This is an optimization exercise on Yosys and OpenROAD, whose aim is small area, not a production implementation. Function was checked by simulation only, so behaviour that the tests miss may differ from the original. Power figures rest on the tool's default switching activity, not on a simulated workload.

==> design.v <==
`default_nettype none
package pong_pkg;
    typedef struct packed {
        logic [9:0]        x;
        logic [9:0]        y;
        logic signed [7:0] vy;
        logic [1:0]        grav;    
        logic              fast;    
    } ball_state_t;
    typedef struct packed {
        ball_state_t ball;
        logic        win;
    } handoff_t;
    typedef enum logic [2:0] {
        idle,
        wait_link,
        win_flag,
        running_right,
        running_left,
        stop,
        send_ball
    } game_state_t;
    localparam logic [7:0] addr_in_y_hi   = 8'h00;    
    localparam logic [7:0] addr_in_y_lo   = 8'h04;
    localparam logic [7:0] addr_in_vy     = 8'h08;
    localparam logic [7:0] addr_in_grav   = 8'h0C;
    localparam logic [7:0] addr_in_speed  = 8'h10;
    localparam logic [7:0] addr_in_win    = 8'h14;
    localparam logic [7:0] addr_commit    = 8'h18;
    localparam logic [7:0] addr_ack       = 8'h1C;
    localparam logic [7:0] addr_out_y_hi  = 8'h20;
    localparam logic [7:0] addr_out_y_lo  = 8'h24;
    localparam logic [7:0] addr_out_vy    = 8'h28;
    localparam logic [7:0] addr_out_grav  = 8'h2C;
    localparam logic [7:0] addr_out_speed = 8'h30;
    localparam logic [7:0] addr_status    = 8'h34;
    localparam logic [9:0] serve_y     = 10'd220;
    localparam logic [9:0] return_x    = 10'd620;
    localparam logic [9:0] step_x      = 10'd10;
    localparam logic [9:0] edge_margin = 10'd20;
endpackage
`default_nettype wire
`timescale 1ns/1ps
`default_nettype none
import pong_pkg::*;
module game_controller
#(
    parameter int STEP_BASE = 270000
) (
    input  logic        clk_25MHZ,
    input  logic        reset,
    input  logic        upscale,
    input  logic        game_start,
    input  logic        collision,
    input  logic [9:0]  est_speed,
    input  pong_pkg::handoff_t    incoming,
    input  logic        slave_done,
    input  logic        master_done,
    output pong_pkg::ball_state_t ball,
    output logic        moving_left,
    output logic        moving_right,
    output logic        game_over,
    output logic        you_win,
    output logic        send_trigger,
    output logic        clear_done,
    output logic [7:0]  status_led
);
    localparam int pw = $clog2(STEP_BASE + 1);
    localparam logic [pw-1:0] period_base = pw'(STEP_BASE);
    localparam logic [pw-1:0] period_half = pw'(STEP_BASE / 2);
    localparam logic [30:0] serve_ball = {10'd0, serve_y, 8'hFD, 2'd0, 1'b1};   
    pong_pkg::game_state_t   state, state_next;
    pong_pkg::ball_state_t   ball_next, loaded_ball;
    logic [pw-1:0] move_cnt, move_cnt_next;
    logic [pw-1:0] period, period_next, loaded_period;
    logic          game_over_next, you_win_next, send_trigger_next, clear_done_next;
    logic [9:0]    x_edge, x_return, y_max, safe_speed;
    logic          move_due;
    function automatic pong_pkg::ball_state_t move_ball(input pong_pkg::ball_state_t b, input logic left,
                                              input logic [9:0] ymax);
        pong_pkg::ball_state_t       n;
        logic signed [11:0] y_sum;
        n = b;
        if (left)
            n.x = (b.x > step_x) ? b.x - step_x : 10'd0;
        else
            n.x = b.x + step_x;
        if (b.grav == 2'd3) begin
            n.vy   = b.vy + 8'sd1;
            n.grav = 2'd0;
        end else begin
            n.grav = b.grav + 2'd1;
        end
        y_sum = $signed({2'b00, b.y}) + $signed({{4{b.vy[7]}}, b.vy});   
        if (y_sum >= $signed({2'b00, ymax})) begin
            n.y  = ymax;
            n.vy = -n.vy;
        end else if (y_sum <= 12'sd0) begin
            n.y  = 10'd0;
            n.vy = -n.vy;
        end else begin
            n.y = y_sum[9:0];
        end
        move_ball = n;
    endfunction
    assign y_max      = upscale ? 10'd479 : 10'd239;
    assign x_edge     = (upscale ? 10'd640 : 10'd320) - edge_margin;
    assign x_return   = upscale ? return_x : return_x - 10'd320;
    assign safe_speed = (est_speed == 10'd0) ? 10'd1 : est_speed;
    assign move_due   = move_cnt >= period;
    assign moving_left  = (state == running_left);
    assign moving_right = (state == running_right);
    assign status_led   = 8'd1 << state;
    always_comb begin
        loaded_ball   = incoming.ball;
        loaded_ball.x = x_return;
    end
    assign loaded_period = incoming.ball.fast ? period_base : period_half;
    always_ff @(posedge clk_25MHZ or posedge reset) begin
        if (reset) begin
            state        <= idle;
            ball         <= serve_ball;
            move_cnt     <= '0;
            period       <= period_base;
            game_over    <= 1'b0;
            you_win      <= 1'b0;
            send_trigger <= 1'b0;
            clear_done   <= 1'b0;
        end else begin
            state        <= state_next;
            ball         <= ball_next;
            move_cnt     <= move_cnt_next;
            period       <= period_next;
            game_over    <= game_over_next;
            you_win      <= you_win_next;
            send_trigger <= send_trigger_next;
            clear_done   <= clear_done_next;
        end
    end
    always_comb begin
        state_next        = state;
        ball_next         = ball;
        move_cnt_next     = move_cnt;
        period_next       = period;
        game_over_next    = 1'b0;
        you_win_next      = you_win;
        send_trigger_next = 1'b0;
        clear_done_next   = 1'b0;
        case (state)
            idle: begin
                ball_next     = serve_ball;
                period_next   = period_base;
                move_cnt_next = '0;
                if (slave_done && !you_win) begin
                    ball_next   = loaded_ball;
                    period_next = loaded_period;
                    state_next  = wait_link;
                end else if (game_start) begin
                    you_win_next = 1'b0;
                    state_next   = running_right;
                end
            end
            wait_link: begin
                clear_done_next = 1'b1;    
                state_next      = you_win ? idle : running_left;
            end
            win_flag: begin
                if (slave_done) begin
                    you_win_next = incoming.win;
                    if (!incoming.win) begin
                        ball_next     = loaded_ball;
                        period_next   = loaded_period;
                        move_cnt_next = '0;
                    end
                    state_next = wait_link;
                end
            end
            running_right: begin
                if (ball.x >= x_edge) begin
                    state_next        = send_ball;
                    send_trigger_next = 1'b1;    
                    move_cnt_next     = '0;
                end else if (move_due) begin
                    ball_next     = move_ball(ball, 1'b0, y_max);
                    move_cnt_next = '0;
                end else begin
                    move_cnt_next = move_cnt + 1'b1;
                end
            end
            running_left: begin
                if (collision) begin
                    state_next     = running_right;
                    move_cnt_next  = '0;
                    period_next    = pw'(STEP_BASE / int'(safe_speed));
                    ball_next.fast = (safe_speed == 10'd1);
                end else if (ball.x == 10'd0) begin
                    state_next = stop;
                end else if (move_due) begin
                    ball_next     = move_ball(ball, 1'b1, y_max);
                    move_cnt_next = '0;
                end else begin
                    move_cnt_next = move_cnt + 1'b1;
                end
            end
            stop: begin
                game_over_next = !game_start;
                if (game_start) begin
                    ball_next     = serve_ball;
                    period_next   = period_base;
                    move_cnt_next = '0;
                    state_next    = running_right;
                end
            end
            send_ball: begin
                if (master_done)
                    state_next = win_flag;
                else if (game_start)
                    state_next = idle;
            end
            default: state_next = idle;
        endcase
    end
endmodule
`default_nettype wire
`timescale 1ns/1ps
`default_nettype none
import pong_pkg::*;
module paddle_tracker
#(
    parameter int PADDLE_H      = 40,
    parameter int SAMPLE_CYCLES = 250000
) (
    input  logic        clk_25MHZ,
    input  logic        reset,
    input  logic [9:0]  paddle_y,
    input  pong_pkg::ball_state_t ball,
    input  logic        moving_left,
    output logic        collision,
    output logic [9:0]  est_speed
);
    localparam int cw = $clog2(SAMPLE_CYCLES + 1);
    logic [cw-1:0] sample_cnt;
    logic [9:0]    prev_y;
    logic [9:0]    delta_y;
    logic [10:0]   paddle_bottom;
    logic          hit;
    assign paddle_bottom = {1'b0, paddle_y} + 11'(PADDLE_H);
    assign hit = moving_left
              && (ball.x <= step_x)
              && (ball.y >= paddle_y)
              && ({1'b0, ball.y} <= paddle_bottom);
    assign delta_y = (paddle_y >= prev_y) ? paddle_y - prev_y : prev_y - paddle_y;
    always_ff @(posedge clk_25MHZ or posedge reset) begin
        if (reset) begin
            collision <= 1'b0;
        end else begin
            collision <= hit;
        end
    end
    always_ff @(posedge clk_25MHZ or posedge reset) begin
        if (reset) begin
            sample_cnt <= '0;
            prev_y     <= '0;
            est_speed  <= '0;
        end else if (sample_cnt == cw'(SAMPLE_CYCLES - 1)) begin
            sample_cnt <= '0;
            prev_y     <= paddle_y;
            est_speed  <= delta_y;
        end else begin
            sample_cnt <= sample_cnt + 1'b1;
        end
    end
endmodule
`default_nettype wire
`timescale 1ns/1ps
`default_nettype none
import pong_pkg::*;
module ball_link_regs
(
    input  logic        clk_25MHZ,
    input  logic        reset,
    input  logic [7:0]  awaddr,
    input  logic        awvalid,
    output logic        awready,
    input  logic [31:0] wdata,
    input  logic [3:0]  wstrb,
    input  logic        wvalid,
    output logic        wready,
    output logic [1:0]  bresp,
    output logic        bvalid,
    input  logic        bready,
    input  logic [7:0]  araddr,
    input  logic        arvalid,
    output logic        arready,
    output logic [31:0] rdata,
    output logic [1:0]  rresp,
    output logic        rvalid,
    input  logic        rready,
    input  pong_pkg::ball_state_t outgoing,
    input  logic        send_trigger,
    input  logic        clear_done,
    output pong_pkg::handoff_t    incoming,
    output logic        slave_done,
    output logic        master_done,
    output logic        send_pending
);
    logic [9:0]  in_y;
    logic [7:0]  in_vy;
    logic [1:0]  in_grav;
    logic        in_fast;
    logic        in_win;
    logic [9:0]  out_y;
    logic [7:0]  out_vy;
    logic [1:0]  out_grav;
    logic        out_fast;
    logic        wr_fire, wr_byte, rd_fire;
    logic        commit_wr, ack_wr;
    logic [31:0] rd_word;
    assign wr_fire = awvalid && wvalid && !bvalid;
    assign awready = wr_fire;
    assign wready  = wr_fire;
    assign wr_byte = wr_fire && wstrb[0];    
    assign bresp   = 2'b00;
    assign arready = !rvalid;
    assign rd_fire = arvalid && !rvalid;
    assign rresp   = 2'b00;
    assign commit_wr = wr_fire && (awaddr == addr_commit);
    assign ack_wr    = wr_fire && (awaddr == addr_ack);
    always_ff @(posedge clk_25MHZ or posedge reset) begin
        if (reset) begin
            bvalid <= 1'b0;
            rvalid <= 1'b0;
        end else begin
            if (bvalid && bready)
                bvalid <= 1'b0;
            else if (wr_fire)
                bvalid <= 1'b1;
            if (rvalid && rready)
                rvalid <= 1'b0;
            else if (rd_fire)
                rvalid <= 1'b1;
        end
    end
    always_ff @(posedge clk_25MHZ) begin
        if (rd_fire)
            rdata <= rd_word;
    end
    always_ff @(posedge clk_25MHZ) begin
        if (wr_byte) begin
            case (awaddr)
                addr_in_y_hi:  in_y[9:8] <= wdata[7:6];
                addr_in_y_lo:  in_y[7:0] <= wdata[7:0];
                addr_in_vy:    in_vy     <= wdata[7:0];
                addr_in_grav:  in_grav   <= wdata[1:0];
                addr_in_speed: in_fast   <= wdata[0];
                addr_in_win:   in_win    <= wdata[0];
                default: ;    
            endcase
        end
    end
    always_ff @(posedge clk_25MHZ) begin
        if (send_trigger) begin
            out_y    <= outgoing.y;
            out_vy   <= outgoing.vy;
            out_grav <= outgoing.grav;
            out_fast <= outgoing.fast;
        end
    end
    always_ff @(posedge clk_25MHZ or posedge reset) begin
        if (reset) begin
            slave_done   <= 1'b0;
            master_done  <= 1'b0;
            send_pending <= 1'b0;
        end else begin
            master_done <= ack_wr;    
            if (commit_wr)
                slave_done <= 1'b1;
            else if (clear_done)
                slave_done <= 1'b0;
            if (send_trigger)
                send_pending <= 1'b1;
            else if (ack_wr)
                send_pending <= 1'b0;
        end
    end
    always_comb begin
        rd_word = '0;
        case (araddr)
            addr_in_y_hi:   rd_word[7:6] = in_y[9:8];
            addr_in_y_lo:   rd_word[7:0] = in_y[7:0];
            addr_in_vy:     rd_word[7:0] = in_vy;
            addr_in_grav:   rd_word[1:0] = in_grav;
            addr_in_speed:  rd_word[0]   = in_fast;
            addr_in_win:    rd_word[0]   = in_win;
            addr_commit:    rd_word[0]   = slave_done;
            addr_out_y_hi:  rd_word[7:6] = out_y[9:8];
            addr_out_y_lo:  rd_word[7:0] = out_y[7:0];
            addr_out_vy:    rd_word[7:0] = out_vy;
            addr_out_grav:  rd_word[1:0] = out_grav;
            addr_out_speed: rd_word[0]   = out_fast;
            addr_status:    rd_word[0]   = send_pending;
            default:        rd_word      = '0;
        endcase
    end
    always_comb begin
        incoming           = '0;    
        incoming.ball.y    = in_y;
        incoming.ball.vy   = in_vy;
        incoming.ball.grav = in_grav;
        incoming.ball.fast = in_fast;
        incoming.win       = in_win;
    end
endmodule
`default_nettype wire
`timescale 1ns/1ps
`default_nettype none
import pong_pkg::*;
module pong_node_top
#(
    parameter int STEP_BASE     = 6000,
    parameter int PADDLE_H      = 40,
    parameter int SAMPLE_CYCLES = 5000
) (
    input  logic        clk_25MHZ,
    input  logic        reset,
    input  logic        upscale,
    input  logic        game_start,
    input  logic [9:0]  paddle_y,
    input  logic [7:0]  awaddr,
    input  logic        awvalid,
    output logic        awready,
    input  logic [31:0] wdata,
    input  logic [3:0]  wstrb,
    input  logic        wvalid,
    output logic        wready,
    output logic [1:0]  bresp,
    output logic        bvalid,
    input  logic        bready,
    input  logic [7:0]  araddr,
    input  logic        arvalid,
    output logic        arready,
    output logic [31:0] rdata,
    output logic [1:0]  rresp,
    output logic        rvalid,
    input  logic        rready,
    output logic [9:0]  ball_x,
    output logic [9:0]  ball_y,
    output logic        moving_left,
    output logic        moving_right,
    output logic        game_over,
    output logic        you_win,
    output logic        send_pending,
    output logic [7:0]  status_led
);
    pong_pkg::ball_state_t ball;
    pong_pkg::handoff_t    incoming;
    logic        collision;
    logic [9:0]  est_speed;
    logic        send_trigger, clear_done;
    logic        slave_done, master_done;
    assign ball_x = ball.x;
    assign ball_y = ball.y;
    game_controller #(
        .STEP_BASE(STEP_BASE)
    ) u_ctrl (
        .clk_25MHZ, .reset, .upscale, .game_start, .collision, .est_speed,
        .incoming, .slave_done, .master_done, .ball, .moving_left, .moving_right,
        .game_over, .you_win, .send_trigger, .clear_done, .status_led
    );
    paddle_tracker #(
        .PADDLE_H(PADDLE_H),
        .SAMPLE_CYCLES(SAMPLE_CYCLES)
    ) u_tracker (
        .clk_25MHZ, .reset, .paddle_y, .ball, .moving_left, .collision, .est_speed
    );
    ball_link_regs u_link (
        .clk_25MHZ, .reset,
        .awaddr, .awvalid, .awready, .wdata, .wstrb, .wvalid, .wready,
        .bresp, .bvalid, .bready, .araddr, .arvalid, .arready,
        .rdata, .rresp, .rvalid, .rready,
        .outgoing(ball), .send_trigger, .clear_done,
        .incoming, .slave_done, .master_done, .send_pending
    );
endmodule
`default_nettype wire
==> run.sh <==
#!/bin/bash
# synth_recipe.tcl (not shown) runs the flow's synth.tcl, then flattens the netlist and writes it again
# the make line also repeats each setting of config.mk as NAME=value (left out here)
make -C /OpenROAD-flow-scripts/flow DESIGN_CONFIG=/design/flow/config.mk WORK_HOME=/design/flow/orfs CLKGATE_MAP_FILE= SYNTH_SCRIPT=/design/flow/synth_recipe.tcl finish
==> config.mk <==
export PLATFORM = sky130hd
export DESIGN_NAME = pong_node_top
export DESIGN_NICKNAME = pong_node_top
export VERILOG_FILES = /design/flow/design.v
export SDC_FILE = /design/flow/constraint.sdc
export NUM_CORES = 4
export LEC_CHECK = 0
export CAP_MARGIN = 20
export CORE_MARGIN = 2
export CORE_UTILIZATION = 40
export SLEW_MARGIN = 20
==> constraint.sdc <==
create_clock -name core_clock -period 100.0 [get_ports {clk_25MHZ}]
set_input_delay 20.0000 -clock core_clock [delete_from_list [all_inputs] [get_ports {clk_25MHZ}]]
set_output_delay 20.0000 -clock core_clock [all_outputs]
set_load 0.01 [all_outputs]
==> impl_metrics.env <==
export IMPL_status="no timing/DRC/antenna violations"
export IMPL_cts_tree="yes"
export IMPL_area_delta_synth_final_pct=7.02
export IMPL_netlist_top_cell_by_area="ha_1"
export IMPL_synth_top_cell_area_share_pct=12.3
export IMPL_drtIter0Drc=2558
export IMPL_cp_start_kind="register"
export IMPL_hold_path_end="u_link.slave_done"
export IMPL_cts_inserted_buffers=17
export IMPL_clockRootBuffer="clkbuf_16"
export IMPL_final_max_slew_viol_count=0
export IMPL_finalHoldViolations=0
export IMPL_netlist_area_sq_mm=0.0327
export IMPL_wire_per_inst_um=17.8
export IMPL_via_per_inst=6.02
export IMPL_period_needed_ns=91.78
export IMPL_skew_ns=0.0183
export IMPL_clock_sinks=153
export IMPL_syn_area_per_cell_sq_um=7.38
export IMPL_drt_total_wl_um=97400
export IMPL_crit_fanout=33
export IMPL_worstSetupPathType="reg2reg"
export IMPL_synth_cell_types=133
export IMPL_slowest_stage="or4_1"
export IMPL_r2r_slack_ns=8.22
export IMPL_synth_area_leaders="ha_1 12%, dfrtp_1 6.3%, a21oi_1 5.0%"
export IMPL_synth_most_common_cell="nor2_1"
export IMPL_initial_core_util_pct=40.5
export IMPL_cts_clk_slew_worst_paths_ns=0.07
export IMPL_hold_path_depth=1
export IMPL_clk_latency_ns=0.45
export IMPL_min_delay_start="u_ctrl.clear_done"
export IMPL_critPathRequiredTime_ns=100.17
export IMPL_leakagePower_nw=16.7
export IMPL_place_ws_ns=6.04
export IMPL_drive_gt1_share_pct=7.62
export IMPL_setup_viol=0
export IMPL_slew_headroom_pct=29.1
export IMPL_synthArstFlopShare_pct=66.7
export IMPL_ys_ff_latch=153
export IMPL_first_global_vias=30500
export IMPL_num_io_pins=145
export IMPL_slowest_delay_ns=0.76
export IMPL_htree_num_levels=4
export IMPL_die_h_um=290
export IMPL_drtAntennaViolNets=0
export IMPL_design_area_sq_mm=0.0350
export IMPL_fin_crit_sh_pct=91.8
export IMPL_ys_seq_area_share_pct=12.6
export IMPL_drt_pre_antenna_iters=6
export IMPL_hold_class="reg2reg"
export IMPL_portBuffers=88
export IMPL_fin_ws_ns=8.22
export IMPL_vias=33000
export IMPL_num_nets_final=4805
export IMPL_fin_util_pct=43.3
export IMPL_end_kind="register"
export IMPL_place_gp_congestion=0.885
export IMPL_reg2regPathDepth=399
export IMPL_grt_overflow=0
export IMPL_place_area_sq_mm=0.0344
export IMPL_r2r_start="u_tracker.est_speed[9]"
export IMPL_die_area_sq_mm=0.0841
export IMPL_grtUsageTotal_pct=22.2
export IMPL_max_cap_violations=0
export IMPL_finalSetupTns_ns=0
export IMPL_clock_fmax_mhz=10.9
export IMPL_floorplan_rows=104
export IMPL_grt_pass1_wl_um=159000
export IMPL_netlist_instances=4435
export IMPL_tightestPinTransition_ns=1.06
export IMPL_n_antenna_cell=0
export IMPL_fp_dieW_um=290
export IMPL_yosys_warnings=3
export IMPL_ctsHoldBuffers=0
export IMPL_core_sq_mm=0.0808
export IMPL_arrival_ns=91.95
export IMPL_grt_max_degree=63
export IMPL_cts_buffer_depth=2
export IMPL_antenna_found_initial=2
export IMPL_power_density_mw_per_mm2=3.95
export IMPL_ys_top_cells_by_count="409 x nor2_1, 351 x nand2_1, 329 x a21oi_1"
export IMPL_timing_rr_end="u_ctrl.period[0]"
export IMPL_cpMostUsedCell="o21ai_0"
export IMPL_place_hpwl_um=75700
export IMPL_drcViolationCount=0
export IMPL_yosys_most_used_dff="dfrtp_1"
export IMPL_synth_edf_count=51
export IMPL_ir_drop_mv=0.0124
==> report_power, final <==
part	switching [mW]	internal [mW]
sequential	0.000209	0.0650
combinational	0.00549	0.00424
clock	0.0296	0.0337
==> worst max-delay path, delay by kind of cell (launching register included) <==
family                     cells  cell delay, ns
buffers and inverters         17            4.15
DFF                            1            0.54
AOI/OAI and AO/OA            210           45.11
muxes                          5            1.64
and+or+nand+nor              136           29.74
adders and majority gates     31           10.05
==> worst max path at each step <==
stage,start,end,slack (ns),cells past startpoint
2_1_floorplan,u_tracker.est_speed[2],u_ctrl.period[0],17.70,435
3_3_place_gp,u_tracker.est_speed[9],u_ctrl.period[0],6.78,401
3_5_place_dp,u_tracker.est_speed[9],u_ctrl.period[0],6.04,402
4_1_cts,u_tracker.est_speed[9],u_ctrl.period[0],5.72,401
5_1_grt,u_tracker.est_speed[9],u_ctrl.period[0],-0.05,402
6_report,u_tracker.est_speed[9],u_ctrl.period[0],8.22,399
==> layout by cell type, fill, tap and decap left out, types with 43 or more instances in the layout <==
master	Yosys	layout
a31oi_1	61	61
edfxtp_1	51	51
ha_1	322	322
clkdlybuf4s50_1	0	88
and2_1	66	65
nand2_1	351	349
o211ai_1	43	43
o21ai_0	319	318
a21oi_1	329	327
buf_4	55	49
xor2_1	111	111
a21o_1	147	147
nand2b_1	97	97
nor2_1	409	406
nor2b_1	57	56
or3_1	49	49
mux2_2	81	81
nor3_1	147	144
o31ai_1	54	54
and3_1	58	58
nand3_1	131	131
inv_1	173	172
dfrtp_1	82	82
mux2i_1	55	55
xnor2_1	165	164
o21a_1	112	112
nand4_1	56	56
==> what timing repair did <==
item	in CTS	in global routing
endpoints found under the setup margin	0	2
resized for setup	0	15
buffers inserted	0	3
==> kinds of logic (layout without fill, tap and decap cells) <==
family | after synthesis | count (layout) | share of synthesized area [%]
AO/OA/AOI/OAI | 1514 | 1514 | 31.6
adder cells (fa/ha/maj) | 325 | 325 | 12.5
multiplexers | 144 | 144 | 4.85
XOR/XNOR | 280 | 280 | 7.64
AND/OR/NAND/NOR | 1631 | 1631 | 25.7
flip-flops | 153 | 153 | 12.6
other | 1 | 29 | 0.0115
buffers and inverters | 387 | 346 | 5.21
==> through the flow <==
| stage | power (mW) | hold WS (ns) | cells |
|---|---|---|---|
| after global placement | 0.0761 | 0.452 | 5447 |
| after global routing | 0.143 | 0.469 | 5482 |
| final | 0.138 | 0.459 | 5482 |
| after floorplan | 0.0724 | 0.413 | 4463 |
| after CTS | 0.140 | 0.456 | 5479 |
| after detailed placement | 0.0762 | 0.446 | 5447 |
==> cell type report <==
class                      instances  area [sq um]
inverter                         177           667
clock inverter                    13           128
fill                            8343         45800
timing repair buffer             137          1250
multi-input combinational       3923         27100
tap                             1060          1330
sequential                       153          4110
clock buffer                      19           443
==> sequential cells by signal, summed over array words and instances (netlist names), 2 cells and up <==
name / count
u_link.out_y: 10
u_ctrl.move_cnt: 13
u_tracker.sample_cnt: 13
u_link.out_grav: 2
u_tracker.prev_y: 10
u_link.in_grav: 2
u_link.out_vy: 8
u_link.in_y: 10
u_ctrl.ball: 30
u_ctrl.state: 3
u_tracker.est_speed: 10
u_link.rdata: 8
u_link.in_vy: 8
u_ctrl.period: 13
==> layer usage <==
metal  wire length (um)  part of all wire [%]  vias up  GRT usage, %
met3               4350                   4.5       88          1.61
met5                  0                     0        -             0
met1              47000                    48    15500          30.9
li1                   -                     -    16600             -
met2              44600                    46      831          37.7
met4               1410                   1.4        0          4.40

## what the ideal ports hide
No port has a modelled driver above. Below, the same layout with a new extraction and two added sets of constraints.
Step 1: set_driving_cell puts a clkbuf_16 on clk_25MHZ and a buf_2 on each other input, an assumption about the parent block.
Step 2 adds t to the input delays and takes it off the output delays; t is the mean of the earliest and latest rising clock arrival at the registers after step 1. Input paths then give back, and output paths get back, about the clock's delay inside the block.
a / b / c = no drivers / after step 1 / after step 2; a / b = the first two.
shift t [ns]: 0.491
setup WS [ns]: 8.218 / 8.218 / 8.218
worst setup path at the end: register to register
After both steps setup and hold are still met in this run. For this run, drivers alone change the setup slack by 0.000 ns; drivers and shift together by 0.000 ns.
